This is an optimization exercise on Yosys and OpenROAD, whose aim is small area, not a production implementation. The RTL was checked by simulation tests, not by an equivalence proof against the original design. Power figures rest on the tool's default switching activity, not on a simulated workload.

## flow/flow/run.sh

```bash
#!/bin/bash
# Layout flow: the standard synthesis, then a netlist pass that re-chooses full-adder
# polarity to drop inverters (flow/polarity.py), then the standard layout from the
# floorplan on, with the ports buffered by the smallest buffer.
set -euo pipefail
W=$PWD
R=$W/orfs/results/$FLOW_PLATFORM/macro_stream_out/base
bash standard.sh synth > $W/synth.log 2>&1
cp $R/1_2_yosys.v $W/1_2_yosys.standard.v
python3 $W/flow/polarity.py $W/1_2_yosys.standard.v $R/1_2_yosys.v > $W/polarity.log 2>&1
rm -f $R/1_synth.odb $R/1_synth.sdc
bash standard.sh "BUFFER_PORTS_ARGS=-buffer_cell sky130_fd_sc_hd__buf_1" finish > $W/layout.log 2>&1
```

## flow/standard.sh

```bash
#!/bin/bash
# synth_recipe.tcl (not shown) runs the flow's synth.tcl, then flattens the netlist and writes it again
# the make line also repeats each setting of config.mk as NAME=value (left out here)
make -C /OpenROAD-flow-scripts/flow DESIGN_CONFIG=/design/flow/config.mk WORK_HOME=/design/flow/orfs CLKGATE_MAP_FILE= SYNTH_SCRIPT=/design/flow/synth_recipe.tcl "${@:-finish}"
```

## flow/constraint.sdc

```tcl
create_clock -name core_clock -period 10.0 [get_ports {clk}]
set_input_delay 2.0000 -clock core_clock [delete_from_list [all_inputs] [get_ports {clk}]]
set_output_delay 2.0000 -clock core_clock [all_outputs]
set_load 0.01 [all_outputs]
```

## flow/config.mk

```make
export PLATFORM = sky130hd
export DESIGN_NAME = macro_stream_out
export DESIGN_NICKNAME = macro_stream_out
export VERILOG_FILES = /design/flow/design.v
export SDC_FILE = /design/flow/constraint.sdc
export NUM_CORES = 4
export LEC_CHECK = 0
export CAP_MARGIN = 5
export CORE_MARGIN = 2
export CORE_UTILIZATION = 40
export CTS_CLUSTER_DIAMETER = 80
export CTS_CLUSTER_SIZE = 30
export PLACE_DENSITY = 0.45
export SLEW_MARGIN = 5
```

## flow/flow/polarity.py

```python
#!/usr/bin/env python3
"""Re-chooses the polarity of the full adders in a synthesized sky130hd netlist to drop inverters.

A full adder is self-dual: FA(~a, ~b, ~c) = (~sum, ~carry). Yosys's extract_fa often builds
adders on complemented signals and leaves an inverter on many adder-to-adder connections. This
script removes every inverter, picks for each full adder whether it computes on true or on
complemented signals (local search that lowers the number of signals needed in both
polarities), and puts back one inverter for each signal that some pin needs complemented.
Usage: polarity.py IN.v OUT.v"""
import re
import sys
import random

src = open(sys.argv[1]).read()
CELL_RE = re.compile(r'^(\s*)(sky130_fd_sc_hd__\w+)\s+(\S+)\s*\((.*?)\);\n', re.S | re.M)
PIN_RE = re.compile(r'\.(\w+)\(((?:\\\S+\s)|[^)]*?)\s*\)')
OUT_PINS = {'X', 'Y', 'Q', 'Q_N', 'COUT', 'SUM', 'HI', 'LO'}

cells = []   # dict(type, name, pins: list[(pin, net)], span)
for m in CELL_RE.finditer(src):
    pins = [(p, n.strip()) for p, n in PIN_RE.findall(m.group(4))]
    cells.append({'type': m.group(2), 'name': m.group(3), 'pins': pins, 'span': m.span(), 'indent': m.group(1)})

PORTS = set()
for m in re.finditer(r'^\s*(?:input|output|inout)\s+(?:\[[^\]]*\]\s*)?(\S+?)\s*;', src, re.M):
    PORTS.add(m.group(1))


def net_base(n):
    return re.sub(r'\s*\[\d+\]$', '', n.strip())


def is_inv(c):
    if re.fullmatch(r'sky130_fd_sc_hd__(inv|clkinv)_\d+', c['type']) is None:
        return False
    # an inverter that drives a port stays as it is
    return net_base(dict(c['pins'])['Y']) not in PORTS

# plain buffers that synthesis left (ABC fanout buffers) are taken out: placement buffers again
# where the layout needs it
def is_buf(c):
    if re.fullmatch(r'sky130_fd_sc_hd__(buf|clkbuf)_\d+', c['type']) is None:
        return False
    return net_base(dict(c['pins'])['X']) not in PORTS


buf_of = {}
for c in cells:
    if is_buf(c):
        d = dict(c['pins'])
        buf_of[d['X']] = d['A']


def unbuf(n):
    k = 0
    while n in buf_of and k < 100:
        n = buf_of[n]
        k += 1
    return n


for c in cells:
    if not is_buf(c):
        c['pins'] = [(p, n if p in OUT_PINS else unbuf(n)) for p, n in c['pins']]
cells_all = cells
removed_bufs = [c for c in cells if is_buf(c)]
cells = [c for c in cells if not is_buf(c)]

# 8-way AND-OR read trees: nand4 of four single-use a22oi become nand3 of a222oi, a222oi, a22oi
loads = {}
drv_cell = {}
for c in cells:
    for p, n in c['pins']:
        if p in OUT_PINS:
            drv_cell[n] = c
        else:
            loads[n] = loads.get(n, 0) + 1
n_tree = 0
for c in cells:
    if c['type'] != 'sky130_fd_sc_hd__nand4_1' or c.get('deleted'):
        continue
    d = dict(c['pins'])
    gs = [drv_cell.get(d[k]) for k in ('A', 'B', 'C', 'D')]
    if any(g is None or g['type'] != 'sky130_fd_sc_hd__a22oi_1' or g.get('deleted') for g in gs):
        continue
    if any(loads.get(d[k], 0) != 1 or net_base(d[k]) in PORTS for k in ('A', 'B', 'C', 'D')):
        continue
    if len(set(id(g) for g in gs)) != 4:
        continue
    g1, g2, g3, g4 = [dict(g['pins']) for g in gs]
    gs[0]['type'] = gs[1]['type'] = 'sky130_fd_sc_hd__a222oi_1'
    gs[0]['pins'] = [('A1', g1['A1']), ('A2', g1['A2']), ('B1', g1['B1']), ('B2', g1['B2']),
                     ('C1', g4['A1']), ('C2', g4['A2']), ('Y', g1['Y'])]
    gs[1]['pins'] = [('A1', g2['A1']), ('A2', g2['A2']), ('B1', g2['B1']), ('B2', g2['B2']),
                     ('C1', g4['B1']), ('C2', g4['B2']), ('Y', g2['Y'])]
    gs[3]['deleted'] = True
    c['type'] = 'sky130_fd_sc_hd__nand3_1'
    c['pins'] = [('A', g1['Y']), ('B', g2['Y']), ('C', g3['Y']), ('Y', d['Y'])]
    n_tree += 1
cells = [c for c in cells if not c.get('deleted')]


def is_fa(c):
    return re.fullmatch(r'sky130_fd_sc_hd__fa_\d+', c['type']) is not None

inv_of = {}   # output net -> input net
for c in cells:
    if is_inv(c):
        d = dict(c['pins'])
        inv_of[d['Y']] = d['A']

def root(net):
    p = 0
    seen = 0
    while net in inv_of and seen < 100:
        net = inv_of[net]
        p ^= 1
        seen += 1
    return net, p

# nets read by assign statements (outputs, renames) keep their true polarity
assign_reads = set()
for m in re.finditer(r'^\s*assign\s+(.*?)\s*=\s*(.*?);', src, re.M):
    for n in re.findall(r'(\\\S+\s|[A-Za-z_][\w$.]*(?:\[\d+\])?)', m.group(2)):
        assign_reads.add(n.strip())

# cells with a complemented twin: flipping one swaps its type and complements its output
TWIN = {'and2_1': 'nand2_1', 'nand2_1': 'and2_1', 'or2_1': 'nor2_1', 'nor2_1': 'or2_1',
        'xor2_1': 'xnor2_1', 'xnor2_1': 'xor2_1', 'and3_1': 'nand3_1', 'nand3_1': 'and3_1',
        'or3_1': 'nor3_1', 'nor3_1': 'or3_1'}
AREA = {'and2_1': 6.256, 'nand2_1': 3.7536, 'or2_1': 6.256, 'nor2_1': 3.7536, 'xor2_1': 8.7584,
        'xnor2_1': 8.7584, 'and3_1': 6.256, 'nand3_1': 5.0048, 'or3_1': 6.256, 'nor3_1': 5.0048}
INV_AREA = 3.7536
fa_idx = {}
driver_fa = {}   # net -> flippable cell index (full adder SUM/COUT, or twin cell output)
fas = []
flip_cost = []
for c in cells:
    short = c['type'].replace('sky130_fd_sc_hd__', '')
    drives_port = any(p in OUT_PINS and net_base(n) in PORTS for p, n in c['pins'])
    if (is_fa(c) or short in TWIN) and not drives_port:
        fa_idx[c['name']] = len(fas)
        fas.append(c)
        flip_cost.append(0.0 if is_fa(c) else AREA[TWIN[short]] - AREA[short])
        for p, n in c['pins']:
            if p in ('SUM', 'COUT', 'X', 'Y'):
                driver_fa[n] = len(fas) - 1

# consumers: (fa index or None, root net, polarity)
cons = []
for c in cells:
    if is_inv(c):
        continue
    f = fa_idx.get(c['name']) if is_fa(c) else None
    for p, n in c['pins']:
        if p in OUT_PINS or n == '':
            continue
        r, pol = root(n)
        cons.append((f, r, pol))
for n in assign_reads:
    r, pol = root(n)
    if pol or n in inv_of:
        cons.append((None, r, pol))
# inverters driving nothing but other removed inverters are dropped; an inverter output read by an
# assign is covered above

by_root = {}
for i, (f, r, pol) in enumerate(cons):
    by_root.setdefault(r, []).append(i)
fa_roots = [set() for _ in fas]
for i, (f, r, pol) in enumerate(cons):
    if f is not None:
        fa_roots[f].add(r)
for r in by_root:
    if r in driver_fa:
        fa_roots[driver_fa[r]].add(r)

phi = [0] * len(fas)

def need_inv(r):
    phys = phi[driver_fa[r]] if r in driver_fa else 0
    for i in by_root[r]:
        f, _, pol = cons[i]
        want = pol ^ (phi[f] if f is not None else 0)
        if want != phys:
            return 1
    return 0

def cost():
    return sum(need_inv(r) for r in by_root)

def local(f):
    return sum(need_inv(r) for r in fa_roots[f])

def total():
    return INV_AREA * sum(need_inv(r) for r in by_root) + sum(flip_cost[f] for f in range(len(fas)) if phi[f])


def local(f):
    return INV_AREA * sum(need_inv(r) for r in fa_roots[f]) + (flip_cost[f] if phi[f] else 0)


import math
rng = random.Random(1)
start = total()
cur = start
best, best_phi = cur, phi[:]
T = 4.0
steps = 200000
for it in range(steps):
    f = rng.randrange(len(fas))
    before = local(f)
    phi[f] ^= 1
    d = local(f) - before
    if d <= 0 or rng.random() < math.exp(-d / T):
        cur += d
        if cur < best - 1e-9:
            best, best_phi = cur, phi[:]
    else:
        phi[f] ^= 1
    T = max(0.05, 4.0 * (1 - it / steps))
phi = best_phi


# rewrite; the outputs of flipped cells carry the complement and get new names
ren = {}
for r, f in driver_fa.items():
    if phi[f]:
        ren[r] = r + '_pn'
inv_net = {}
new_cells = []
k = 0
for r in sorted(by_root):
    if need_inv(r):
        k += 1
        inv_net[r] = f'polinv_n{k}'
        phys = ren.get(r, r)
        new_cells.append(f'  sky130_fd_sc_hd__inv_1 polinv_{k} (\n    .A({phys}{" " if phys.startswith(chr(92)) else ""}),\n    .Y(polinv_n{k})\n  );\n')

def conn(f, n):
    r, pol = root(n)
    phys = phi[driver_fa[r]] if r in driver_fa else 0
    want = pol ^ (phi[f] if f is not None else 0)
    return ren.get(r, r) if want == phys else inv_net[r]

def fmt(n):
    return n + ' ' if n.startswith('\\') else n

out = []
pos = 0
first = None
for c in cells_all:
    a, b = c['span']
    out.append(src[pos:a])
    pos = b
    if first is None:
        first = len(out)
    if is_inv(c) or is_buf(c) or c.get('deleted'):
        continue
    f = fa_idx.get(c['name'])
    ctype = c['type']
    if f is not None and not is_fa(c):
        if phi[f]:
            ctype = 'sky130_fd_sc_hd__' + TWIN[ctype.replace('sky130_fd_sc_hd__', '')]
        f = None
    pins = []
    for p, n in c['pins']:
        if p in OUT_PINS or n == '':
            if ctype != c['type'] and p in ('X', 'Y'):
                p = 'Y' if p == 'X' else 'X'
            pins.append((p, ren.get(n, n)))
        else:
            pins.append((p, conn(f, n)))
    body = ',\n'.join(f'{c["indent"]}  .{p}({fmt(n)})' for p, n in pins)
    out.append(f'{c["indent"]}{ctype} {c["name"]} (\n{body}\n{c["indent"]});\n')
out.append(src[pos:])
text = ''.join(out)
# assigns that read an inverter output or a flipped adder output
NAME_RE = re.compile(r'(\\\S+\s|[A-Za-z_][\w$.]*(?:\[\d+\])?)')


def fix_assign(m):
    rhs = m.group(2)

    def rep(mm):
        n = mm.group(0).strip()
        if n in inv_of or n in driver_fa:
            return fmt(conn(None, n))
        return mm.group(0)
    head = m.group(0)[:m.start(2) - m.start(0)]
    return head + NAME_RE.sub(rep, rhs) + ';'


text = re.sub(r'^\s*assign\s+(.*?)\s*=\s*(.*?);', fix_assign, text, flags=re.M)
decl = ''.join(f'  wire polinv_n{i};\n' for i in range(1, k + 1))
decl += ''.join(f'  wire {fmt(n)};\n' for n in ren.values())
cells_text = ''.join(new_cells)
i = text.find('\n  sky130_fd_sc_hd__')
text = text[:i + 1] + decl + cells_text + text[i + 1:]
open(sys.argv[2], 'w').write(text)
n_inv = sum(1 for c in cells if is_inv(c))
print(f'buffers removed: {len(removed_bufs)}, read trees rebuilt: {n_tree}')
print(f'flippable cells: {len(fas)}, flipped: {sum(phi)}, inverters before: {n_inv}, after: {k}, '
      f'area change {best - INV_AREA * n_inv:.1f} um2 (search start {start:.1f})')
```

## flow/design.v

```verilog
package macro_stream_out_pkg;
   localparam int OUT_W = 40;
   localparam int CW = 16;
   localparam int EW = 12 + CW;
endpackage
module macro_stream_out_sq (
   input  logic [12:0] a,
   input  logic [12:0] b,
   output logic [9:0] hi
);
   wire p1 = a[0] & a[1];
   wire p2 = a[0] & a[2];
   wire p3 = a[0] & a[3];
   wire p4 = a[0] & a[4];
   wire p5 = a[0] & a[5];
   wire p6 = a[0] & a[6];
   wire p7 = a[0] & a[7];
   wire p8 = a[0] & a[8];
   wire p9 = a[0] & a[9];
   wire p10 = a[0] & a[10];
   wire p11 = a[0] & a[11];
   wire p12 = a[1] & a[2];
   wire p13 = a[1] & a[3];
   wire p14 = a[1] & a[4];
   wire p15 = a[1] & a[5];
   wire p16 = a[1] & a[6];
   wire p17 = a[1] & a[7];
   wire p18 = a[1] & a[8];
   wire p19 = a[1] & a[9];
   wire p20 = a[1] & a[10];
   wire p21 = a[1] & a[11];
   wire p22 = a[2] & a[3];
   wire p23 = a[2] & a[4];
   wire p24 = a[2] & a[5];
   wire p25 = a[2] & a[6];
   wire p26 = a[2] & a[7];
   wire p27 = a[2] & a[8];
   wire p28 = a[2] & a[9];
   wire p29 = a[2] & a[10];
   wire p30 = a[2] & a[11];
   wire p31 = a[3] & a[4];
   wire p32 = a[3] & a[5];
   wire p33 = a[3] & a[6];
   wire p34 = a[3] & a[7];
   wire p35 = a[3] & a[8];
   wire p36 = a[3] & a[9];
   wire p37 = a[3] & a[10];
   wire p38 = a[3] & a[11];
   wire p39 = a[4] & a[5];
   wire p40 = a[4] & a[6];
   wire p41 = a[4] & a[7];
   wire p42 = a[4] & a[8];
   wire p43 = a[4] & a[9];
   wire p44 = a[4] & a[10];
   wire p45 = a[4] & a[11];
   wire p46 = a[5] & a[6];
   wire p47 = a[5] & a[7];
   wire p48 = a[5] & a[8];
   wire p49 = a[5] & a[9];
   wire p50 = a[5] & a[10];
   wire p51 = a[5] & a[11];
   wire p52 = a[6] & a[7];
   wire p53 = a[6] & a[8];
   wire p54 = a[6] & a[9];
   wire p55 = a[6] & a[10];
   wire p56 = a[6] & a[11];
   wire p57 = a[7] & a[8];
   wire p58 = a[7] & a[9];
   wire p59 = a[7] & a[10];
   wire p60 = a[7] & a[11];
   wire p61 = a[8] & a[9];
   wire p62 = a[8] & a[10];
   wire p63 = a[8] & a[11];
   wire p64 = a[9] & a[10];
   wire p65 = a[9] & a[11];
   wire p66 = a[10] & a[11];
   wire p67 = ~(a[12] & a[0]);
   wire p68 = ~(a[12] & a[1]);
   wire p69 = ~(a[12] & a[2]);
   wire p70 = ~(a[12] & a[3]);
   wire p71 = ~(a[12] & a[4]);
   wire p72 = ~(a[12] & a[5]);
   wire p73 = ~(a[12] & a[6]);
   wire p74 = ~(a[12] & a[7]);
   wire p75 = ~(a[12] & a[8]);
   wire p76 = ~(a[12] & a[9]);
   wire p77 = ~(a[12] & a[10]);
   wire p78 = ~(a[12] & a[11]);
   wire p79 = b[0] & b[1];
   wire p80 = b[0] & b[2];
   wire p81 = b[0] & b[3];
   wire p82 = b[0] & b[4];
   wire p83 = b[0] & b[5];
   wire p84 = b[0] & b[6];
   wire p85 = b[0] & b[7];
   wire p86 = b[0] & b[8];
   wire p87 = b[0] & b[9];
   wire p88 = b[0] & b[10];
   wire p89 = b[0] & b[11];
   wire p90 = b[1] & b[2];
   wire p91 = b[1] & b[3];
   wire p92 = b[1] & b[4];
   wire p93 = b[1] & b[5];
   wire p94 = b[1] & b[6];
   wire p95 = b[1] & b[7];
   wire p96 = b[1] & b[8];
   wire p97 = b[1] & b[9];
   wire p98 = b[1] & b[10];
   wire p99 = b[1] & b[11];
   wire p100 = b[2] & b[3];
   wire p101 = b[2] & b[4];
   wire p102 = b[2] & b[5];
   wire p103 = b[2] & b[6];
   wire p104 = b[2] & b[7];
   wire p105 = b[2] & b[8];
   wire p106 = b[2] & b[9];
   wire p107 = b[2] & b[10];
   wire p108 = b[2] & b[11];
   wire p109 = b[3] & b[4];
   wire p110 = b[3] & b[5];
   wire p111 = b[3] & b[6];
   wire p112 = b[3] & b[7];
   wire p113 = b[3] & b[8];
   wire p114 = b[3] & b[9];
   wire p115 = b[3] & b[10];
   wire p116 = b[3] & b[11];
   wire p117 = b[4] & b[5];
   wire p118 = b[4] & b[6];
   wire p119 = b[4] & b[7];
   wire p120 = b[4] & b[8];
   wire p121 = b[4] & b[9];
   wire p122 = b[4] & b[10];
   wire p123 = b[4] & b[11];
   wire p124 = b[5] & b[6];
   wire p125 = b[5] & b[7];
   wire p126 = b[5] & b[8];
   wire p127 = b[5] & b[9];
   wire p128 = b[5] & b[10];
   wire p129 = b[5] & b[11];
   wire p130 = b[6] & b[7];
   wire p131 = b[6] & b[8];
   wire p132 = b[6] & b[9];
   wire p133 = b[6] & b[10];
   wire p134 = b[6] & b[11];
   wire p135 = b[7] & b[8];
   wire p136 = b[7] & b[9];
   wire p137 = b[7] & b[10];
   wire p138 = b[7] & b[11];
   wire p139 = b[8] & b[9];
   wire p140 = b[8] & b[10];
   wire p141 = b[8] & b[11];
   wire p142 = b[9] & b[10];
   wire p143 = b[9] & b[11];
   wire p144 = b[10] & b[11];
   wire p145 = ~(b[12] & b[0]);
   wire p146 = ~(b[12] & b[1]);
   wire p147 = ~(b[12] & b[2]);
   wire p148 = ~(b[12] & b[3]);
   wire p149 = ~(b[12] & b[4]);
   wire p150 = ~(b[12] & b[5]);
   wire p151 = ~(b[12] & b[6]);
   wire p152 = ~(b[12] & b[7]);
   wire p153 = ~(b[12] & b[8]);
   wire p154 = ~(b[12] & b[9]);
   wire p155 = ~(b[12] & b[10]);
   wire p156 = ~(b[12] & b[11]);
   wire s157 = a[1] ^ b[1] ^ p1;
   wire c158 = (a[1] & b[1]) | (a[1] & p1) | (b[1] & p1);
   wire s159 = p2 ^ p80 ^ c158;
   wire c160 = (p2 & p80) | (p2 & c158) | (p80 & c158);
   wire s161 = a[2] ^ b[2] ^ p12;
   wire c162 = (a[2] & b[2]) | (a[2] & p12) | (b[2] & p12);
   wire s163 = p3 ^ p81 ^ p90;
   wire c164 = (p3 & p81) | (p3 & p90) | (p81 & p90);
   wire s165 = s161 ^ s163 ^ c160;
   wire c166 = (s161 & s163) | (s161 & c160) | (s163 & c160);
   wire s167 = p13 ^ p4 ^ p82;
   wire c168 = (p13 & p4) | (p13 & p82) | (p4 & p82);
   wire s169 = p91 ^ c162 ^ c164;
   wire c170 = (p91 & c162) | (p91 & c164) | (c162 & c164);
   wire s171 = s167 ^ s169 ^ c166;
   wire c172 = (s167 & s169) | (s167 & c166) | (s169 & c166);
   wire s173 = a[3] ^ b[3] ^ p100;
   wire c174 = (a[3] & b[3]) | (a[3] & p100) | (b[3] & p100);
   wire s175 = p14 ^ p22 ^ p5;
   wire c176 = (p14 & p22) | (p14 & p5) | (p22 & p5);
   wire s177 = p83 ^ p92 ^ c168;
   wire c178 = (p83 & p92) | (p83 & c168) | (p92 & c168);
   wire s179 = s173 ^ s175 ^ c170;
   wire c180 = (s173 & s175) | (s173 & c170) | (s175 & c170);
   wire s181 = s177 ^ s179 ^ c172;
   wire c182 = (s177 & s179) | (s177 & c172) | (s179 & c172);
   wire s183 = p101 ^ p15 ^ p23;
   wire c184 = (p101 & p15) | (p101 & p23) | (p15 & p23);
   wire s185 = p6 ^ p84 ^ p93;
   wire c186 = (p6 & p84) | (p6 & p93) | (p84 & p93);
   wire s187 = c174 ^ c176 ^ s183;
   wire c188 = (c174 & c176) | (c174 & s183) | (c176 & s183);
   wire s189 = s185 ^ c178 ^ s187;
   wire c190 = (s185 & c178) | (s185 & s187) | (c178 & s187);
   wire s191 = c180 ^ s189 ^ c182;
   wire c192 = (c180 & s189) | (c180 & c182) | (s189 & c182);
   wire s193 = a[4] ^ b[4] ^ p102;
   wire c194 = (a[4] & b[4]) | (a[4] & p102) | (b[4] & p102);
   wire s195 = p109 ^ p16 ^ p24;
   wire c196 = (p109 & p16) | (p109 & p24) | (p16 & p24);
   wire s197 = p31 ^ p7 ^ p85;
   wire c198 = (p31 & p7) | (p31 & p85) | (p7 & p85);
   wire s199 = p94 ^ c184 ^ c186;
   wire c200 = (p94 & c184) | (p94 & c186) | (c184 & c186);
   wire s201 = s193 ^ s195 ^ s197;
   wire c202 = (s193 & s195) | (s193 & s197) | (s195 & s197);
   wire s203 = c188 ^ s199 ^ s201;
   wire c204 = (c188 & s199) | (c188 & s201) | (s199 & s201);
   wire s205 = c190 ^ s203 ^ c192;
   wire c206 = (c190 & s203) | (c190 & c192) | (s203 & c192);
   wire s207 = p103 ^ p110 ^ p17;
   wire c208 = (p103 & p110) | (p103 & p17) | (p110 & p17);
   wire s209 = p25 ^ p32 ^ p8;
   wire c210 = (p25 & p32) | (p25 & p8) | (p32 & p8);
   wire s211 = p86 ^ p95 ^ c194;
   wire c212 = (p86 & p95) | (p86 & c194) | (p95 & c194);
   wire s213 = c196 ^ c198 ^ s207;
   wire c214 = (c196 & c198) | (c196 & s207) | (c198 & s207);
   wire s215 = s209 ^ c200 ^ c202;
   wire c216 = (s209 & c200) | (s209 & c202) | (c200 & c202);
   wire s217 = s211 ^ s213 ^ c204;
   wire c218 = (s211 & s213) | (s211 & c204) | (s213 & c204);
   wire s219 = s215 ^ s217 ^ c206;
   wire c220 = (s215 & s217) | (s215 & c206) | (s217 & c206);
   wire s221 = a[5] ^ b[5] ^ p104;
   wire c222 = (a[5] & b[5]) | (a[5] & p104) | (b[5] & p104);
   wire s223 = p111 ^ p117 ^ p18;
   wire c224 = (p111 & p117) | (p111 & p18) | (p117 & p18);
   wire s225 = p26 ^ p33 ^ p39;
   wire c226 = (p26 & p33) | (p26 & p39) | (p33 & p39);
   wire s227 = p87 ^ p9 ^ p96;
   wire c228 = (p87 & p9) | (p87 & p96) | (p9 & p96);
   wire s229 = c208 ^ c210 ^ s221;
   wire c230 = (c208 & c210) | (c208 & s221) | (c210 & s221);
   wire s231 = s223 ^ s225 ^ s227;
   wire c232 = (s223 & s225) | (s223 & s227) | (s225 & s227);
   wire s233 = c212 ^ c214 ^ s229;
   wire c234 = (c212 & c214) | (c212 & s229) | (c214 & s229);
   wire s235 = s231 ^ c216 ^ s233;
   wire c236 = (s231 & c216) | (s231 & s233) | (c216 & s233);
   wire s237 = c218 ^ s235 ^ c220;
   wire c238 = (c218 & s235) | (c218 & c220) | (s235 & c220);
   wire s239 = p10 ^ p105 ^ p112;
   wire c240 = (p10 & p105) | (p10 & p112) | (p105 & p112);
   wire s241 = p118 ^ p19 ^ p27;
   wire c242 = (p118 & p19) | (p118 & p27) | (p19 & p27);
   wire s243 = p34 ^ p40 ^ p88;
   wire c244 = (p34 & p40) | (p34 & p88) | (p40 & p88);
   wire s245 = p97 ^ c222 ^ c224;
   wire c246 = (p97 & c222) | (p97 & c224) | (c222 & c224);
   wire s247 = c226 ^ c228 ^ s239;
   wire c248 = (c226 & c228) | (c226 & s239) | (c228 & s239);
   wire s249 = s241 ^ s243 ^ c230;
   wire c250 = (s241 & s243) | (s241 & c230) | (s243 & c230);
   wire s251 = c232 ^ s245 ^ s247;
   wire c252 = (c232 & s245) | (c232 & s247) | (s245 & s247);
   wire s253 = c234 ^ s249 ^ s251;
   wire c254 = (c234 & s249) | (c234 & s251) | (s249 & s251);
   wire s255 = c236 ^ s253 ^ c238;
   wire c256 = (c236 & s253) | (c236 & c238) | (s253 & c238);
   wire s257 = a[6] ^ b[6] ^ p106;
   wire c258 = (a[6] & b[6]) | (a[6] & p106) | (b[6] & p106);
   wire s259 = p11 ^ p113 ^ p119;
   wire c260 = (p11 & p113) | (p11 & p119) | (p113 & p119);
   wire s261 = p124 ^ p20 ^ p28;
   wire c262 = (p124 & p20) | (p124 & p28) | (p20 & p28);
   wire s263 = p35 ^ p41 ^ p46;
   wire c264 = (p35 & p41) | (p35 & p46) | (p41 & p46);
   wire s265 = p89 ^ p98 ^ c240;
   wire c266 = (p89 & p98) | (p89 & c240) | (p98 & c240);
   wire s267 = c242 ^ c244 ^ s257;
   wire c268 = (c242 & c244) | (c242 & s257) | (c244 & s257);
   wire s269 = s259 ^ s261 ^ s263;
   wire c270 = (s259 & s261) | (s259 & s263) | (s261 & s263);
   wire s271 = c246 ^ c248 ^ s265;
   wire c272 = (c246 & c248) | (c246 & s265) | (c248 & s265);
   wire s273 = s267 ^ s269 ^ c250;
   wire c274 = (s267 & s269) | (s267 & c250) | (s269 & c250);
   wire s275 = c252 ^ s271 ^ s273;
   wire c276 = (c252 & s271) | (c252 & s273) | (s271 & s273);
   wire s277 = c254 ^ s275 ^ c256;
   wire c278 = (c254 & s275) | (c254 & c256) | (s275 & c256);
   wire s279 = p107 ^ p114 ^ p120;
   wire c280 = (p107 & p114) | (p107 & p120) | (p114 & p120);
   wire s281 = p125 ^ p145 ^ p21;
   wire c282 = (p125 & p145) | (p125 & p21) | (p145 & p21);
   wire s283 = p29 ^ p36 ^ p42;
   wire c284 = (p29 & p36) | (p29 & p42) | (p36 & p42);
   wire s285 = p47 ^ p67 ^ p99;
   wire c286 = (p47 & p67) | (p47 & p99) | (p67 & p99);
   wire s287 = c258 ^ c260 ^ c262;
   wire c288 = (c258 & c260) | (c258 & c262) | (c260 & c262);
   wire s289 = c264 ^ s279 ^ s281;
   wire c290 = (c264 & s279) | (c264 & s281) | (s279 & s281);
   wire s291 = s283 ^ s285 ^ c266;
   wire c292 = (s283 & s285) | (s283 & c266) | (s285 & c266);
   wire s293 = c268 ^ c270 ^ s287;
   wire c294 = (c268 & c270) | (c268 & s287) | (c270 & s287);
   wire s295 = s289 ^ c272 ^ s291;
   wire c296 = (s289 & c272) | (s289 & s291) | (c272 & s291);
   wire s297 = s293 ^ c274 ^ s295;
   wire c298 = (s293 & c274) | (s293 & s295) | (c274 & s295);
   wire s299 = c276 ^ s297 ^ c278;
   wire c300 = (c276 & s297) | (c276 & c278) | (s297 & c278);
   wire s301 = ~(a[7] ^ b[7]);
   wire c302 = a[7] | b[7];
   wire s303 = p108 ^ p115 ^ p121;
   wire c304 = (p108 & p115) | (p108 & p121) | (p115 & p121);
   wire s305 = p126 ^ p130 ^ p146;
   wire c306 = (p126 & p130) | (p126 & p146) | (p130 & p146);
   wire s307 = p30 ^ p37 ^ p43;
   wire c308 = (p30 & p37) | (p30 & p43) | (p37 & p43);
   wire s309 = p48 ^ p52 ^ p68;
   wire c310 = (p48 & p52) | (p48 & p68) | (p52 & p68);
   wire s311 = s301 ^ c280 ^ c282;
   wire c312 = (s301 & c280) | (s301 & c282) | (c280 & c282);
   wire s313 = c284 ^ c286 ^ s303;
   wire c314 = (c284 & c286) | (c284 & s303) | (c286 & s303);
   wire s315 = s305 ^ s307 ^ s309;
   wire c316 = (s305 & s307) | (s305 & s309) | (s307 & s309);
   wire s317 = c288 ^ c290 ^ s311;
   wire c318 = (c288 & c290) | (c288 & s311) | (c290 & s311);
   wire s319 = s313 ^ s315 ^ c292;
   wire c320 = (s313 & s315) | (s313 & c292) | (s315 & c292);
   wire s321 = c294 ^ s317 ^ c296;
   wire c322 = (c294 & s317) | (c294 & c296) | (s317 & c296);
   wire s323 = s319 ^ c298 ^ s321;
   wire c324 = (s319 & c298) | (s319 & s321) | (c298 & s321);
   wire s325 = p116 ^ p122 ^ p127;
   wire c326 = (p116 & p122) | (p116 & p127) | (p122 & p127);
   wire s327 = p131 ^ p147 ^ p38;
   wire c328 = (p131 & p147) | (p131 & p38) | (p147 & p38);
   wire s329 = p44 ^ p49 ^ p53;
   wire c330 = (p44 & p49) | (p44 & p53) | (p49 & p53);
   wire s331 = p69 ^ c302 ^ c304;
   wire c332 = (p69 & c302) | (p69 & c304) | (c302 & c304);
   wire s333 = c306 ^ c308 ^ c310;
   wire c334 = (c306 & c308) | (c306 & c310) | (c308 & c310);
   wire s335 = s325 ^ s327 ^ s329;
   wire c336 = (s325 & s327) | (s325 & s329) | (s327 & s329);
   wire s337 = c312 ^ c314 ^ c316;
   wire c338 = (c312 & c314) | (c312 & c316) | (c314 & c316);
   wire s339 = s331 ^ s333 ^ s335;
   wire c340 = (s331 & s333) | (s331 & s335) | (s333 & s335);
   wire s341 = c318 ^ s337 ^ s339;
   wire c342 = (c318 & s337) | (c318 & s339) | (s337 & s339);
   wire s343 = c320 ^ s341 ^ c322;
   wire c344 = (c320 & s341) | (c320 & c322) | (s341 & c322);
   wire s345 = a[8] ^ b[8] ^ p123;
   wire c346 = (a[8] & b[8]) | (a[8] & p123) | (b[8] & p123);
   wire s347 = p128 ^ p132 ^ p135;
   wire c348 = (p128 & p132) | (p128 & p135) | (p132 & p135);
   wire s349 = p148 ^ p45 ^ p50;
   wire c350 = (p148 & p45) | (p148 & p50) | (p45 & p50);
   wire s351 = p54 ^ p57 ^ p70;
   wire c352 = (p54 & p57) | (p54 & p70) | (p57 & p70);
   wire s353 = c326 ^ c328 ^ c330;
   wire c354 = (c326 & c328) | (c326 & c330) | (c328 & c330);
   wire s355 = s345 ^ s347 ^ s349;
   wire c356 = (s345 & s347) | (s345 & s349) | (s347 & s349);
   wire s357 = s351 ^ c332 ^ c334;
   wire c358 = (s351 & c332) | (s351 & c334) | (c332 & c334);
   wire s359 = c336 ^ s353 ^ s355;
   wire c360 = (c336 & s353) | (c336 & s355) | (s353 & s355);
   wire s361 = c338 ^ s357 ^ c340;
   wire c362 = (c338 & s357) | (c338 & c340) | (s357 & c340);
   wire s363 = s359 ^ c342 ^ s361;
   wire c364 = (s359 & c342) | (s359 & s361) | (c342 & s361);
   wire s365 = p129 ^ p133 ^ p136;
   wire c366 = (p129 & p133) | (p129 & p136) | (p133 & p136);
   wire s367 = p149 ^ p51 ^ p55;
   wire c368 = (p149 & p51) | (p149 & p55) | (p51 & p55);
   wire s369 = p58 ^ p71 ^ c346;
   wire c370 = (p58 & p71) | (p58 & c346) | (p71 & c346);
   wire s371 = c348 ^ c350 ^ c352;
   wire c372 = (c348 & c350) | (c348 & c352) | (c350 & c352);
   wire s373 = s365 ^ s367 ^ c354;
   wire c374 = (s365 & s367) | (s365 & c354) | (s367 & c354);
   wire s375 = c356 ^ s369 ^ s371;
   wire c376 = (c356 & s369) | (c356 & s371) | (s369 & s371);
   wire s377 = c358 ^ s373 ^ c360;
   wire c378 = (c358 & s373) | (c358 & c360) | (s373 & c360);
   wire s379 = s375 ^ c362 ^ s377;
   wire c380 = (s375 & c362) | (s375 & s377) | (c362 & s377);
   wire s381 = a[9] ^ b[9] ^ p134;
   wire c382 = (a[9] & b[9]) | (a[9] & p134) | (b[9] & p134);
   wire s383 = p137 ^ p139 ^ p150;
   wire c384 = (p137 & p139) | (p137 & p150) | (p139 & p150);
   wire s385 = p56 ^ p59 ^ p61;
   wire c386 = (p56 & p59) | (p56 & p61) | (p59 & p61);
   wire s387 = p72 ^ c366 ^ c368;
   wire c388 = (p72 & c366) | (p72 & c368) | (c366 & c368);
   wire s389 = s381 ^ s383 ^ s385;
   wire c390 = (s381 & s383) | (s381 & s385) | (s383 & s385);
   wire s391 = c370 ^ c372 ^ s387;
   wire c392 = (c370 & c372) | (c370 & s387) | (c372 & s387);
   wire s393 = s389 ^ c374 ^ c376;
   wire c394 = (s389 & c374) | (s389 & c376) | (c374 & c376);
   wire s395 = s391 ^ c378 ^ s393;
   wire c396 = (s391 & c378) | (s391 & s393) | (c378 & s393);
   wire s397 = p138 ^ p140 ^ p151;
   wire c398 = (p138 & p140) | (p138 & p151) | (p140 & p151);
   wire s399 = p60 ^ p62 ^ p73;
   wire c400 = (p60 & p62) | (p60 & p73) | (p62 & p73);
   wire s401 = c382 ^ c384 ^ c386;
   wire c402 = (c382 & c384) | (c382 & c386) | (c384 & c386);
   wire s403 = s397 ^ s399 ^ c388;
   wire c404 = (s397 & s399) | (s397 & c388) | (s399 & c388);
   wire s405 = c390 ^ s401 ^ c392;
   wire c406 = (c390 & s401) | (c390 & c392) | (s401 & c392);
   wire s407 = s403 ^ c394 ^ s405;
   wire c408 = (s403 & c394) | (s403 & s405) | (c394 & s405);
   wire s409 = a[10] ^ b[10] ^ p141;
   wire c410 = (a[10] & b[10]) | (a[10] & p141) | (b[10] & p141);
   wire s411 = p142 ^ p152 ^ p63;
   wire c412 = (p142 & p152) | (p142 & p63) | (p152 & p63);
   wire s413 = p64 ^ p74 ^ c398;
   wire c414 = (p64 & p74) | (p64 & c398) | (p74 & c398);
   wire s415 = c400 ^ s409 ^ s411;
   wire c416 = (c400 & s409) | (c400 & s411) | (s409 & s411);
   wire s417 = c402 ^ s413 ^ s415;
   wire c418 = (c402 & s413) | (c402 & s415) | (s413 & s415);
   wire s419 = c404 ^ s417 ^ c406;
   wire c420 = (c404 & s417) | (c404 & c406) | (s417 & c406);
   wire s421 = p143 ^ p153 ^ p65;
   wire c422 = (p143 & p153) | (p143 & p65) | (p153 & p65);
   wire s423 = p75 ^ c410 ^ c412;
   wire c424 = (p75 & c410) | (p75 & c412) | (c410 & c412);
   wire s425 = s421 ^ c414 ^ c416;
   wire c426 = (s421 & c414) | (s421 & c416) | (c414 & c416);
   wire s427 = s423 ^ c418 ^ s425;
   wire c428 = (s423 & c418) | (s423 & s425) | (c418 & s425);
   wire s429 = a[11] ^ b[11] ^ p144;
   wire c430 = (a[11] & b[11]) | (a[11] & p144) | (b[11] & p144);
   wire s431 = p154 ^ p66 ^ p76;
   wire c432 = (p154 & p66) | (p154 & p76) | (p66 & p76);
   wire s433 = c422 ^ s429 ^ s431;
   wire c434 = (c422 & s429) | (c422 & s431) | (s429 & s431);
   wire s435 = c424 ^ s433 ^ c426;
   wire c436 = (c424 & s433) | (c424 & c426) | (s433 & c426);
   wire s437 = p155 ^ p77 ^ c430;
   wire c438 = (p155 & p77) | (p155 & c430) | (p77 & c430);
   wire s439 = c432 ^ c434 ^ s437;
   wire c440 = (c432 & c434) | (c432 & s437) | (c434 & s437);
   wire s441 = a[12] ^ b[12] ^ p156;
   wire c442 = (a[12] & b[12]) | (a[12] & p156) | (b[12] & p156);
   wire s443 = p78 ^ s441 ^ c438;
   wire c444 = (p78 & s441) | (p78 & c438) | (s441 & c438);
   wire k445 = a[0] & b[0];
   wire k446 = p79 & s157;
   wire k447 = s159 & k446;
   wire k448 = s165 & k447;
   wire k449 = s171 & k448;
   wire k450 = s181 & k449;
   wire k451 = s191 & k450;
   wire k452 = s205 & k451;
   wire k453 = s219 & k452;
   wire k454 = s237 & k453;
   wire k455 = s255 & k454;
   wire k456 = s277 & k455;
   wire k457 = s299 & k456;
   wire k458 = (s323 & c300) | (s323 & k457) | (c300 & k457);
   wire k459 = (c324 & s343) | (c324 & k458) | (s343 & k458);
   wire [9:0] ra = {c442, c440, s439, c428, s427, c408, c396, c380, c364, s363};
   wire [9:0] rb = {c444, s443, c436, s435, c420, s419, s407, s395, s379, c344};
   assign hi = ra + rb + 10'(k459);
endmodule
module macro_stream_out_fifo #(
   parameter int WIDTH = 29
) (
   input  logic             clk,
   input  logic             rst,
   input  logic             push,
   input  logic [WIDTH-1:0] wdata,
   input  logic             pop,
   output logic [WIDTH-1:0] rdata,
   output logic             full,
   output logic             empty
);
   logic [7:0]             head_q;
   logic [7:0][WIDTH-1:0]  mem_q;
   logic                   wr_en, rd_en;
   always_comb begin
      empty = ~(|head_q);
      full  = head_q[7];
      rd_en = pop & ~empty;
      wr_en = push & (~full | rd_en);
      rdata = '0;
      for (int i = 0; i < 8; i++) rdata = rdata | ({WIDTH{head_q[i]}} & mem_q[i]);
   end
   always_ff @(posedge clk) begin
      if (rst)                 head_q <= '0;
      else if (wr_en & ~rd_en) head_q <= {head_q[6:0], empty};
      else if (rd_en & ~wr_en) head_q <= {1'b0, head_q[7:1]};
   end
   always_ff @(posedge clk) if (wr_en) mem_q <= {mem_q[6:0], wdata};
endmodule
module macro_stream_out (
   input  logic        clk,
   input  logic        rst,
   input  logic        en,
   input  logic        in_valid,
   input  logic        barrier,
   input  logic [15:0] u_x,
   input  logic [15:0] u_y,
   input  logic [15:0] rho,
   output logic        out_valid,
   input  logic        out_ready,
   output logic [39:0] out_data,
   output logic        frame_done,
   output logic [15:0] frame_count,
   output logic        overflow
);
   localparam int CW = macro_stream_out_pkg::CW;
   localparam int EW = macro_stream_out_pkg::EW;
   logic [9:0]    sq;
   logic          big_x, big_y;
   logic          sat, spec, rneg, m_o, b2_o, spec_o;
   logic [7:0]    inten;
   logic [CW-1:0] c0, c1_q, c2_q, c3_q;
   logic          v1_q, v2_q, v3_q;
   logic [5:0]    x_q, y_q;
   logic          last, fifo_full, fifo_empty, pop;
   logic          frame_done_q, overflow_q;
   logic [15:0]   frame_count_q;
   logic [EW-1:0] rdata;
   macro_stream_out_sq u_sq (.a(u_x[12:0]), .b(u_y[12:0]), .hi(sq));
   always_comb begin
      big_x = ~((&u_x[15:12]) | ~(|u_x[15:12]));
      big_y = ~((&u_y[15:12]) | ~(|u_y[15:12]));
      sat   = big_x | big_y | (|sq[9:8]);
      spec  = barrier | sat;
      inten = barrier ? 8'h00 : (sat ? 8'hFF : sq[7:0]);
      rneg  = rho[15];
      c0[15]    = rneg | spec;
      c0[14]    = inten[7];
      c0[13:7]  = (spec & ~rneg) ? rho[14:8] : inten[6:0];
      c0[6]     = rneg | (~spec & rho[14]);
      c0[5]     = rneg ? spec : rho[13];
      c0[4:0]   = rho[12:8];
   end
   always_ff @(posedge clk) begin
      c1_q <= c0;
      c2_q <= c1_q;
      c3_q <= c2_q;
   end
   assign last = (x_q == 6'd49) && (y_q == 6'd49);
   assign pop  = out_ready & ~fifo_empty;
   always_ff @(posedge clk) begin
      if (rst) begin
         v1_q          <= 1'b0;
         v2_q          <= 1'b0;
         v3_q          <= 1'b0;
         x_q           <= '0;
         y_q           <= '0;
         frame_done_q  <= 1'b0;
         frame_count_q <= '0;
         overflow_q    <= 1'b0;
      end else begin
         v1_q          <= en & in_valid;
         v2_q          <= v1_q;
         v3_q          <= v2_q;
         if (v3_q) begin
            if (x_q == 6'd49) begin
               x_q <= '0;
               y_q <= (y_q == 6'd49) ? '0 : y_q + 6'd1;
            end else begin
               x_q <= x_q + 6'd1;
            end
         end
         frame_done_q  <= v3_q & last;
         frame_count_q <= frame_count_q + 16'(v3_q & last);
         overflow_q    <= overflow_q | (v3_q & fifo_full & ~pop);
      end
   end
   macro_stream_out_fifo #(.WIDTH(EW)) u_fifo (
      .clk   (clk),
      .rst   (rst),
      .push  (v3_q),
      .wdata ({x_q, y_q, c3_q}),
      .pop   (out_ready),
      .rdata (rdata),
      .full  (fifo_full),
      .empty (fifo_empty)
   );
   assign out_valid   = ~fifo_empty;
   always_comb begin
      m_o    = rdata[15];
      b2_o   = m_o & ~rdata[6];
      spec_o = m_o & (~rdata[6] | rdata[5]);
      out_data = {2'b00, rdata[27:22], 2'b00, rdata[21:16],
                  5'b00000, m_o & rdata[6], spec_o & rdata[14], spec_o & ~rdata[14],
                  b2_o ? {8{rdata[14]}} : rdata[14:7],
                  1'b0, m_o ? (rdata[6] ? 7'd0 : rdata[13:7]) : rdata[6:0]};
   end
   assign frame_done  = frame_done_q;
   assign frame_count = frame_count_q;
   assign overflow    = overflow_q;
endmodule
```

==> results of run 1 <==
[power breakdown]
| group | leakage (nW) | total (W) | internal (W) | switching, W |
|---|---|---|---|---|
| Combinational | 2.80 | 0.00129 | 0.000619 | 0.000666 |
| Clock | 0.316 | 0.000859 | 0.000386 | 0.000473 |
| Sequential | 2.73 | 0.00140 | 0.00139 | 0.00000555 |
| Total | 5.85 | 0.00354 | 0.00240 | 0.00114 |
[layer usage]
metal | wire length, um | share of wire [%] | track usage [%] | vias to the layer above
met2 | 16520 | 47 | 29.29 | 227
met3 | 1542 | 4.4 | 2.305 | 35
met5 | 0 | 0 | 0 | -
met1 | 16110 | 46 | 26.27 | 4694
li1 | - | - | - | 4151
met4 | 668 | 1.9 | 4.010 | 0
[worst min path at each step]
stage / endpoint / slack, ns / start
after floorplan: c2_q[0] / 0.31 / c1_q[0]
after global placement: c3_q[1] / 0.31 / c2_q[1]
after detailed placement: c2_q[0] / 0.31 / c1_q[0]
after CTS: c2_q[8] / 0.30 / c1_q[8]
after global routing: c3_q[7] / 0.31 / c2_q[7]
final: c2_q[8] / 0.31 / c1_q[8]
[critical path: stages]
cell,delay [ns]
sky130_fd_sc_hd__buf_1,0.11
sky130_fd_sc_hd__buf_4,0.16
sky130_fd_sc_hd__ha_1,0.28
sky130_fd_sc_hd__xor2_1,0.18
sky130_fd_sc_hd__fa_1,0.47
sky130_fd_sc_hd__fa_1,0.40
sky130_fd_sc_hd__fa_1,0.40
sky130_fd_sc_hd__fa_1,0.41
sky130_fd_sc_hd__fa_1,0.40
sky130_fd_sc_hd__fa_1,0.39
sky130_fd_sc_hd__fa_1,0.40
sky130_fd_sc_hd__fa_1,0.40
sky130_fd_sc_hd__fa_1,0.40
sky130_fd_sc_hd__fa_1,0.46
sky130_fd_sc_hd__nor2_1,0.10
sky130_fd_sc_hd__nand3_1,0.08
sky130_fd_sc_hd__nor4_1,0.30
sky130_fd_sc_hd__a21oi_1,0.09
sky130_fd_sc_hd__maj3_1,0.40
sky130_fd_sc_hd__fa_1,0.42
sky130_fd_sc_hd__fa_1,0.40
sky130_fd_sc_hd__nor2b_1,0.18
sky130_fd_sc_hd__o2111ai_1,0.17
sky130_fd_sc_hd__and2_1,0.21
sky130_fd_sc_hd__a211oi_1,0.32
sky130_fd_sc_hd__a2111oi_2,0.06
sky130_fd_sc_hd__buf_4,0.20
sky130_fd_sc_hd__a21o_1,0.19
[layout make-up]
| cell class | instances | area [um2] |
|---|---|---|
| inverter | 40 | 150.1 |
| timing repair buffer | 150 | 773.2 |
| sequential | 313 | 8508 |
| fill | 3331 | 19750 |
| tap | 468 | 585.6 |
| multi-input combinational | 686 | 6269 |
| clock buffer | 21 | 483.0 |
| clock inverter | 11 | 183.9 |
[registers in the layout, summed over array words and instances, names as in the netlist]
name,cells
overflow_q,1
x_q,6
c3_q,16
u_fifo.head_q,8
u_fifo.mem_q,224
frame_done_q,1
frame_count_q,16
v3_q,1
v2_q,1
c2_q,16
v1_q,1
y_q,6
c1_q,16
[per-stage QoR]
| stage | TNS [ns] | worst slack, ns | instances | util [%] | hold slack [ns] |
|---|---|---|---|---|---|
| after CTS | 0 | 0.4002 | 1689 | 46.20 | 0.3037 |
| after floorplan | 0 | 0.2243 | 1049 | - | 0.3096 |
| final | 0 | 0.4169 | 1689 | 46.20 | 0.3076 |
| after global routing | 0 | 0.07584 | 1689 | 46.20 | 0.3140 |
| after detailed placement | -0.7333 | -0.1323 | 1657 | 44.38 | 0.3121 |
| after global placement | -0.4905 | -0.1014 | 1657 | 44.38 | 0.3101 |
==> metrics.md, run 1 <==
| Metric | Value |
|---|---|
| All-layer global routing usage | a little under a fifth |
| Layout Skew | 0.04231 ns |
| Worst reg2reg path endpoint | frame_count_q[14] |
| Slack of the worst reg-to-reg path | 7.06 ns |
| Non-Filler Cell Area, Final | 0.01695 mm2 |
| Pin count of the biggest net entering global routing | 87 |
| Proportion of layout cells with a drive suffix above 1 | 8.436% |
| IR drop worst, VDD | 0.0001132 V |
| Chip Width | about 200 um |
| Effective utilization at floorplan | 40.76% |
| IO buf count | 94 |
| Pleak | 5.850 nW |
| Overflow left after global routing | 0 |
| Crit. Startpoint | u_y[2] |
| Commonest cells after routing, fill and taps aside | sky130_fd_sc_hd__edfxtp_1, sky130_fd_sc_hd__fa_1, sky130_fd_sc_hd__nand2_1, sky130_fd_sc_hd__buf_1, sky130_fd_sc_hd__dfxtp_1 |
| CP max FO | 10 |
| Vias per cell | 5.392 |
| Area grow syn2layout | 13.34% |
| Pwr/cell area | 209.0 mW/mm2 |
| Max Cap Violations | 0 |
| Data arrival time of the critical path | 9.99 ns |
| Antenna violations before repair | 0 |
| Highest attainable clock frequency | around 100 MHz |
| Start of the worst register-to-register path | x_q[0] |
| Via count | 9,107 |
| Total power after layout | between 0.003 and 0.004 W |
| Worst reg-to-reg path cell count | 12 |
| Netlist area before placement | ~0.015 mm2 |
| Root cell of the clock tree | sky130_fd_sc_hd__clkbuf_16 |
| Pins over their slew limit | 0 |
| Maximum root-to-sink buffer count | 3 |
| Starting DRC count in detailed routing | 728 |
| Kind of path behind the tightest hold check | reg2reg |
| Setup violation total in the final timing report | 0 |
| Hold violation total from the final report | 0 |
| Count of unresolved DRC violations after routing | 0 |
| Detailed-router iteration count before antenna repair | 7 |
| Post-CTS Setup Repair Bufs | 0 |
| Post-layout minimum cycle time | 9.583 ns |
| Slew at the pin closest to its max-slew limit | 1.083 ns |
| Ports | between 100 and 150 |
| Number of global-route vias before repair | between 9k and 10k |
| Startpoint types | input pin |
| H-tree level count | 1 |
| Count of hold buffers inserted by post-cts repair | 0 |
| Half-perimeter wire length after detailed placement | ~24 mm |
| Destination of the critical timing path | c1_q[6] |
| Post-Syn Instances | 1,040 |
| Critical Path Sink Type | flip-flop |
| Total wirelength of the detailed-routed design | 34.84 mm |
| Clock Sinks | 313 |
| Register clock-pin slew on the reported worst setup and hold paths | 0.10 ns |
| Cell depth of the worst hold path | 0 |
| Data required time of the critical path | 10.41 ns |
| Syn_area_per_cell | 14.38 um2 |
| Worst-skew pair later-pin latency | 0.53 ns |
| Ant diodes | 0 |
| Status | complete, no violations |
| Height of the chip | 197.4 um |
| TritonCTS clock tree | done |
| First-pass GRT wire length | 54.80 mm |
| Std-Cell Core Area | 0.03670 mm2 |
| Number of warnings reported in the yosys synthesis log | 2 |
| Number of nets still failing antenna checks after routing | 0 |
| Worst Setup Path Type | in2reg |
| Final worst path period share | between 90% and 100% |
| Routability congestion estimate from global placement | 0.8109 |
| Number of cells upsized or downsized after cts | 0 |
| Commonest non-fill, non-tap cell in the layout | sky130_fd_sc_hd__edfxtp_1 |
| Clock buffer count from CTS | 18 |
| Cell Rows | 70 |
| Die area | 0.03895 mm2 |
| Instance area at placement | 0.01629 mm2 |
| Max_slew headroom | 27.80% |
| Routed WL per cell | 20.63 um |
| RSZ-0062 raised after global routing | false |
| Layout net count | 1,424 |
==> inputs of run 2 (changes only) <==
--- a/flow/config.mk
+++ b/flow/config.mk
@@ -11,4 +11,4 @@
 export CTS_CLUSTER_DIAMETER = 80
 export CTS_CLUSTER_SIZE = 30
-export PLACE_DENSITY = 0.45
+export PLACE_DENSITY = 0.75
 export SLEW_MARGIN = 5
==> run 2 against run 1 <==
Net effect:
- still clean on timing, DRC and antenna
- die area unchanged
- combinational power down 4%
- register-to-register slack gained 0.07 ns
- worst setup slack worse by 0.044 ns
- sequential cell count unchanged
- cell area down 2.1%
- worst hold slack improved by 0.021 ns
- non-clock buffer count down 18
- clock power decreased by 23%
- cell count is 1.5% lower
- clock skew decreased by 0.022 ns
- sequential share of layout area is 1.1 points higher
- critical endpoint is now c1_q[8]
==> metrics.md, run 2 <==
| Metric | Value |
|---|---|
| Status | complete, no violations |
| Clock buffer count from CTS | 14 |
| Proportion of layout cells with a drive suffix above 1 | ~6% |
| All-layer global routing usage | about 16% |
| H-tree level count | 1 |
| Number of global-route vias before repair | between 9k and 10k |
| Height of the chip | between 150 and 200 um |
| Hold violation total from the final report | 0 |
| Top cell by count, worst path | sky130_fd_sc_hd__fa_1 |
| Std-Cell Core Area | 0.03670 mm2 |
| Starting DRC count in detailed routing | 1,134 |
| Slew at the pin closest to its max-slew limit | 1.207 ns |
| Data required time of the critical path | around 10 ns |
| First-pass GRT wire length | around 50 mm |
| Register area | 0.008508 mm2 |
| Slowest cell on the critical path | sky130_fd_sc_hd__fa_1 |
| Clock Sinks | 313 |
| Max Cap Violations | 0 |
| Worst Setup Slack post-DPL | -0.1379 ns |
| Worst-skew pair later-pin latency | 0.50 ns |
| Ports | approximately 110 |
| Worst Setup Path Type | in2reg |
| Final worst path period share | 96.27% |
| Highest attainable clock frequency | 103.9 MHz |
| Startpoint types | input pin |
| Data arrival time of the critical path | about 10 ns |
| CP max FO | 5 |
| Ant diodes | 0 |
| Pin count of the biggest net entering global routing | 225 |
| WP buf/inv | 2 |
| Area grow syn2layout | 11.01% |
| Post-layout minimum cycle time | 9.627 ns |
| Routed WL per cell | approximately 19 um |
| Max FFs per register | 224 |
| Half-perimeter wire length after detailed placement | 21.19 mm |
| Via count | 9,219 |
| Number of nets still failing antenna checks after routing | 0 |
| TritonCTS clock tree | done |
| Maximum root-to-sink buffer count | 3 |
| Final core occ | about 45% |
| Chip Width | 197.4 um |
| Number of warnings reported in the yosys synthesis log | 2 |
| Commonest cells after routing, fill and taps aside | sky130_fd_sc_hd__edfxtp_1, sky130_fd_sc_hd__fa_1, sky130_fd_sc_hd__nand2_1, sky130_fd_sc_hd__buf_1, sky130_fd_sc_hd__dfxtp_1 |
| Syn_area_per_cell | 14.38 um2 |
| Layout Skew | 0.02044 ns |
| Max_slew headroom | 19.56% |
| Pwr/cell area | 198.8 mW/mm2 |
| Setup violation total in the final timing report | 0 |
| Critical Path Sink Type | flip-flop |
| Total wirelength of the detailed-routed design | 31.38 mm |
| Commonest non-fill, non-tap cell in the layout | sky130_fd_sc_hd__edfxtp_1 |
| IO buf count | 94 |
| Effective utilization at floorplan | 40.76% |
| Fill count | roughly 3.2k |
| Count of unresolved DRC violations after routing | 0 |
| Layout net count | ~1.4k |
| Stage delay of the slowest cell on the critical path | 0.48 ns |
| Die area | 0.03895 mm2 |
| Netlist area before placement | about 0.015 mm2 |
| IR drop worst, VDD | 0.0001414 V |
| Register clock-pin slew on the reported worst setup and hold paths | 0.11 ns |
| Post-Syn Instances | approximately 1.0k |
| Root cell of the clock tree | sky130_fd_sc_hd__clkbuf_16 |
| Total area of multi-input combinational cells | 0.006286 mm2 |
| Kind of path behind the tightest hold check | reg2reg |
| Detailed-router iteration count before antenna repair | 6 |
| Cell Rows | 70 |
| Final Worst Setup Slack | 0.3730 ns |
| Antenna violations before repair | 3 |
| Register ranked first by flip-flop count | u_fifo.mem_q |
| Pleak | 5.654 nW |
| Vias per cell | 5.544 |
| Routability congestion estimate from global placement | 0.8594 |
| Pins over their slew limit | 0 |
| Overflow left after global routing | 0 |
| Top cell family by delay on the critical path | adder cells |
run 2: repair_timing:
action	CTS	global route
gates resized for setup	0	5
setup endpoints to repair	0	9
setup buffers	0	0
hold buffers	0	0
run 2: area by class of cell:
type / instances / share of cell area (%)
clock inverters: 2 / 0.1206
multi-input cells: 686 / 37.86
clock buffers: 22 / 2.419
well taps: 468 / 3.527
inverters: 40 / 0.9043
repair buffers: 132 / 3.926
flip-flops and latches: 313 / 51.24
run 2: path summary, 6_finish.rpt:
kind | from | end | slack, ns | depth (start not counted)
max | u_y[2] | c1_q[8] | 0.37 | 27
min | c2_q[2] | c3_q[2] | 0.33 | 0
max reg2reg | x_q[0] | frame_count_q[13] | 7.13 | 10
min reg2reg | c2_q[2] | c3_q[2] | 0.33 | 0
run 2: through the flow:
stage / area, um2 / total power, W / std cells / TNS [ns] / hold WS, ns
after floorplan: 14990 / 0.002363 / 1049 / 0 / 0.3096
after global placement: 16160 / 0.002623 / 1638 / 0 / 0.3110
after detailed placement: 16160 / 0.002666 / 1638 / -0.7962 / 0.3121
after CTS: 16580 / 0.003325 / 1662 / 0 / 0.3321
after global routing: 16600 / 0.003547 / 1663 / -0.002867 / 0.3375
final: 16600 / 0.003301 / 1663 / 0 / 0.3283
run 2: layer usage:
layer / routed length, um / up-vias / share of wire [%] / track usage, %
met5: 42 / - / 0.13 / 0
met4: 465 / 6 / 1.5 / 3.676
met3: 2559 / 48 / 8.2 / 2.049
met2: 15110 / 429 / 48 / 26.28
met1: 13200 / 4640 / 42 / 22.84
li1: - / 4096 / - / -
run 2: worst register-to-register path, stage by stage, from the launching register on:
cell and delay, ns:
sky130_fd_sc_hd__dfxtp_1 0.44, sky130_fd_sc_hd__ha_1 0.18, sky130_fd_sc_hd__nand4b_1 0.12, sky130_fd_sc_hd__nor3b_2 0.51
sky130_fd_sc_hd__nand3_1 0.25, sky130_fd_sc_hd__inv_1 0.10, sky130_fd_sc_hd__ha_1 0.19, sky130_fd_sc_hd__and3_1 0.28
sky130_fd_sc_hd__nand4_1 0.23, sky130_fd_sc_hd__or3_1 0.37, sky130_fd_sc_hd__a21oi_1 0.15
run 2: power breakdown:
part           switching, W  leakage [nW]  internal [W]
clock              0.000374         0.204      0.000287
sequential       0.00000585          2.73       0.00139
combinational      0.000665          2.72      0.000576
==> inputs of run 3 (changes only) <==
--- a/flow/config.mk
+++ b/flow/config.mk
@@ -11,4 +11,4 @@
 export CTS_CLUSTER_DIAMETER = 80
 export CTS_CLUSTER_SIZE = 30
-export PLACE_DENSITY = 0.75
+export PLACE_DENSITY = 0.85
 export SLEW_MARGIN = 5
==> run 3 against run 2 <==
Net effect:
- still clean
- cell count shrank 0.18%
- clock skew up 0.00055 ns
- first-iteration DRC count increased by 1.6%
- clock power up 3.6%
- register-to-register slack lost 0.11 ns
- power grew 0.87%
- area after synthesis did not move
- synthesized cell count is the same
- highest routed layer unchanged
==> metrics.md, run 3 <==
| Metric | Value |
|---|---|
| Status | complete, no violations |
| Pins over their slew limit | 0 |
| Via count | 9,384 |
| TritonCTS clock tree | done |
| Clock Sinks | 313 |
| Count of unresolved DRC violations after routing | 0 |
| Pin count of the biggest net entering global routing | ~230 |
| Vias per cell | 5.653 |
| Maximum root-to-sink buffer count | 3 |
| CP max FO | 10 |
| Max FFs per register | 224 |
| Fraction of power consumed by sequential logic | 42.1% |
| Internal power | approximately 0.0023 W |
| IR drop worst, VDD | 0.0001548 V |
| Netlist area before placement | 0.01496 mm2 |
| Layout Skew | 0.02099 ns |
| Register ranked first by flip-flop count | u_fifo.mem_q |
| Relative contribution of the clock network to total power | 20.5% |
| Number of cells upsized or downsized after cts | 0 |
| H-tree level count | 1 |
| Overflow left after global routing | 0 |
| Uppermost signal routing layer after detailed routing | met5 |
| Number of warnings reported in the yosys synthesis log | 2 |
| Slowest cell on the critical path | sky130_fd_sc_hd__fa_1 |
| Hold violation total from the final report | 0 |
| Cell depth of the worst hold path | 0 |
| Area grow syn2layout | 10.91% |
| Startpoint types | input pin |
| Proportion of layout cells with a drive suffix above 1 | between 5 and 6% |
| Pwr/cell area | ~200 mW/mm2 |
| Layout net count | 1,399 |
| Total routed wire length on the met1 layer | 12.67 mm |
| Critical Path Sink Type | flip-flop |
| Net switching power of the design | 0.001038 W |
| Half-perimeter wire length after detailed placement | around 22 mm |
| Ports | between 100 and 150 |
| Kind of path behind the tightest hold check | reg2reg |
| Worst Setup Path Type | in2reg |
| Data arrival time of the critical path | ~9.9 ns |
| Final worst path period share | 95.39% |
| Cell Rows | 70 |
| Setup violation total in the final timing report | 0 |
| Antenna violations before repair | 2 |
| Routed met2 length | 15.89 mm |
| IO buf count | 94 |
| All-layer global routing usage | between 15 and 20% |
| Chip Width | 197.4 um |
| Die area | 0.03895 mm2 |
| Worst Setup Slack post-DPL | around 0.04 ns |
| Root cell of the clock tree | sky130_fd_sc_hd__clkbuf_16 |
| Max Cap Violations | 0 |
| Instance area at placement | ~0.016 mm2 |
| Stage delay of the slowest cell on the critical path | 0.47 ns |
| Final Worst Setup Slack | 0.4613 ns |
| Routability congestion estimate from global placement | 0.8899 |
| Fill count | 3,138 |
| Std-Cell Core Area | 0.03670 mm2 |
| Number of global-route vias before repair | 9,429 |
| Detailed-router iteration count before antenna repair | 7 |
| Final core occ | between 40% and 50% |
| Data required time of the critical path | 10.39 ns |
| Post-CTS Setup Repair Bufs | 0 |
| Height of the chip | 197.4 um |
| Sum Neg Setup Slack | 0 ns |
| Routed met3 length | 3.117 mm |
| Non-Filler Cell Area, Final | 0.01659 mm2 |
| Post-Syn Instances | 1,040 |
| Register clock-pin slew on the reported worst setup and hold paths | 0.10 ns |
| Syn_area_per_cell | ~14 um2 |
| Commonest non-fill, non-tap cell in the layout | sky130_fd_sc_hd__edfxtp_1 |
| Ant diodes | 0 |
| Worst reg-to-reg path cell count | 8 |
| Routed WL per cell | 19.36 um |
| Highest attainable clock frequency | 104.8 MHz |
| Effective utilization at floorplan | 40.76% |
| Combinational group share of total power | 37.4% |
| Slew at the pin closest to its max-slew limit | 1.164 ns |
| Pleak | roughly 5.6 nW |
| Commonest cells after routing, fill and taps aside | sky130_fd_sc_hd__edfxtp_1, sky130_fd_sc_hd__fa_1, sky130_fd_sc_hd__nand2_1, sky130_fd_sc_hd__buf_1, sky130_fd_sc_hd__dfxtp_1 |
| RSZ-0062 raised after global routing | false |
| Post-layout minimum cycle time | 9.539 ns |
| Clock buffer count from CTS | 14 |
| Top cell by count, worst path | sky130_fd_sc_hd__fa_1 |
| Count of hold buffers inserted by post-cts repair | 0 |
| Total wirelength of the detailed-routed design | 32.14 mm |
| Switching Share | 31.17% |
| Number of nets still failing antenna checks after routing | 0 |
| First-pass GRT wire length | approximately 51 mm |
| Max_slew headroom | about 22% |
| Worst-skew pair later-pin latency | 0.50 ns |
| Starting DRC count in detailed routing | between 1k and 1.5k |
[run 3: power by group through the flow]
stage               Sequential (W)  Clock [W]  Combinational (W)
floorplan                  0.00143          0           0.000932
global route               0.00140   0.000742            0.00141
detailed placement         0.00143          0            0.00125
finish                     0.00140   0.000684            0.00125
global placement           0.00143          0            0.00120
CTS                        0.00140   0.000703            0.00126
[run 3: routing by layer]
| metal | global-route usage (%) | vias up |
|---|---|---|
| li1 | - | 4099 |
| met1 | 22.56 | 4723 |
| met2 | 27.79 | 515 |
| met3 | 2.783 | 43 |
| met4 | 3.342 | 4 |
| met5 | 0 | - |
[run 3: path summary, 6_finish.rpt]
check | startpoint | end | slack (ns)
worst max-delay path | u_y[2] | c1_q[6] | 0.46
worst min-delay path | c2_q[2] | c3_q[2] | 0.33
worst max register to register | u_fifo.head_q[7] | u_fifo.head_q[5] | 7.02
worst min register to register | c2_q[2] | c3_q[2] | 0.33
[run 3: cell type report]
type / count / area [um2] / share of cell area (%)
Timing Repair Buffer: 129 / 628.1 / 3.786
Multi-Input combinational cell: 686 / 6269 / 37.79
Sequential cell: 313 / 8508 / 51.29
Clock buffer: 22 / 401.6 / 2.421
Tap cell: 468 / 585.6 / 3.530
Inverter: 40 / 150.1 / 0.9051
Clock inverter: 2 / 46.29 / 0.2791
[run 3: stage by stage]
| step | hold WS, ns | power, W | instances |
|---|---|---|---|
| finish | 0.3321 | 0.003330 | 1660 |
| detailed placement | 0.3121 | 0.002681 | 1636 |
| floorplan | 0.3096 | 0.002363 | 1049 |
| global placement | 0.3101 | 0.002629 | 1636 |
| global route | 0.3425 | 0.003560 | 1660 |
| CTS | 0.3301 | 0.003361 | 1660 |
[run 3: worst max-delay path: cells and delay by family]
family                   cells  cell delay [ns]
buffers and inverters        2             0.38
adder cells (fa/ha/maj)     14             5.75
AO/OA/AOI/OAI                5             0.85
AND/OR/NAND/NOR              6             0.93

-- re-timing with driven ports --
How much do the figures lean on ideal ports? The routed layouts below were timed once more, with nothing changed but the port constraints.
Step 1 (the two cells are an assumption about what drives the block):
set clk [get_ports {clk}]
set_driving_cell -lib_cell sky130_fd_sc_hd__clkbuf_16 $clk
set_driving_cell -lib_cell sky130_fd_sc_hd__buf_2 [delete_from_list [all_inputs] $clk]
Step 2 times the ports against the registers' clock, not the clock port: input delays grow and output delays shrink by t, the midpoint of the rising clock arrivals with the driver on.
a / b / c = ideal ports / drivers / drivers and shift; a / b = the first two.
| run | t (ns) | slack for setup (ns) | latest minus earliest clock arrival (ns) | worst slew at a driven data input, ns | cell pins on the clock port's net |
|---|---|---|---|---|---|
| run 1 | 0.557 | 0.417 / 0.443 / -0.114 | 0.048 / 0.048 | 0.04 | 1 |
| run 2 | 0.536 | 0.373 / 0.400 / -0.135 | 0.021 / 0.021 | 0.09 | 1 |
| run 3 | 0.534 | 0.461 / 0.487 / -0.047 | 0.021 / 0.021 | 0.10 | 1 |
With both steps, setup timing fails in every run listed, where it was met with ideal ports. The setup slack of run 1, which loses most, moves by +0.026 ns with the drivers and by -0.531 ns with both steps.
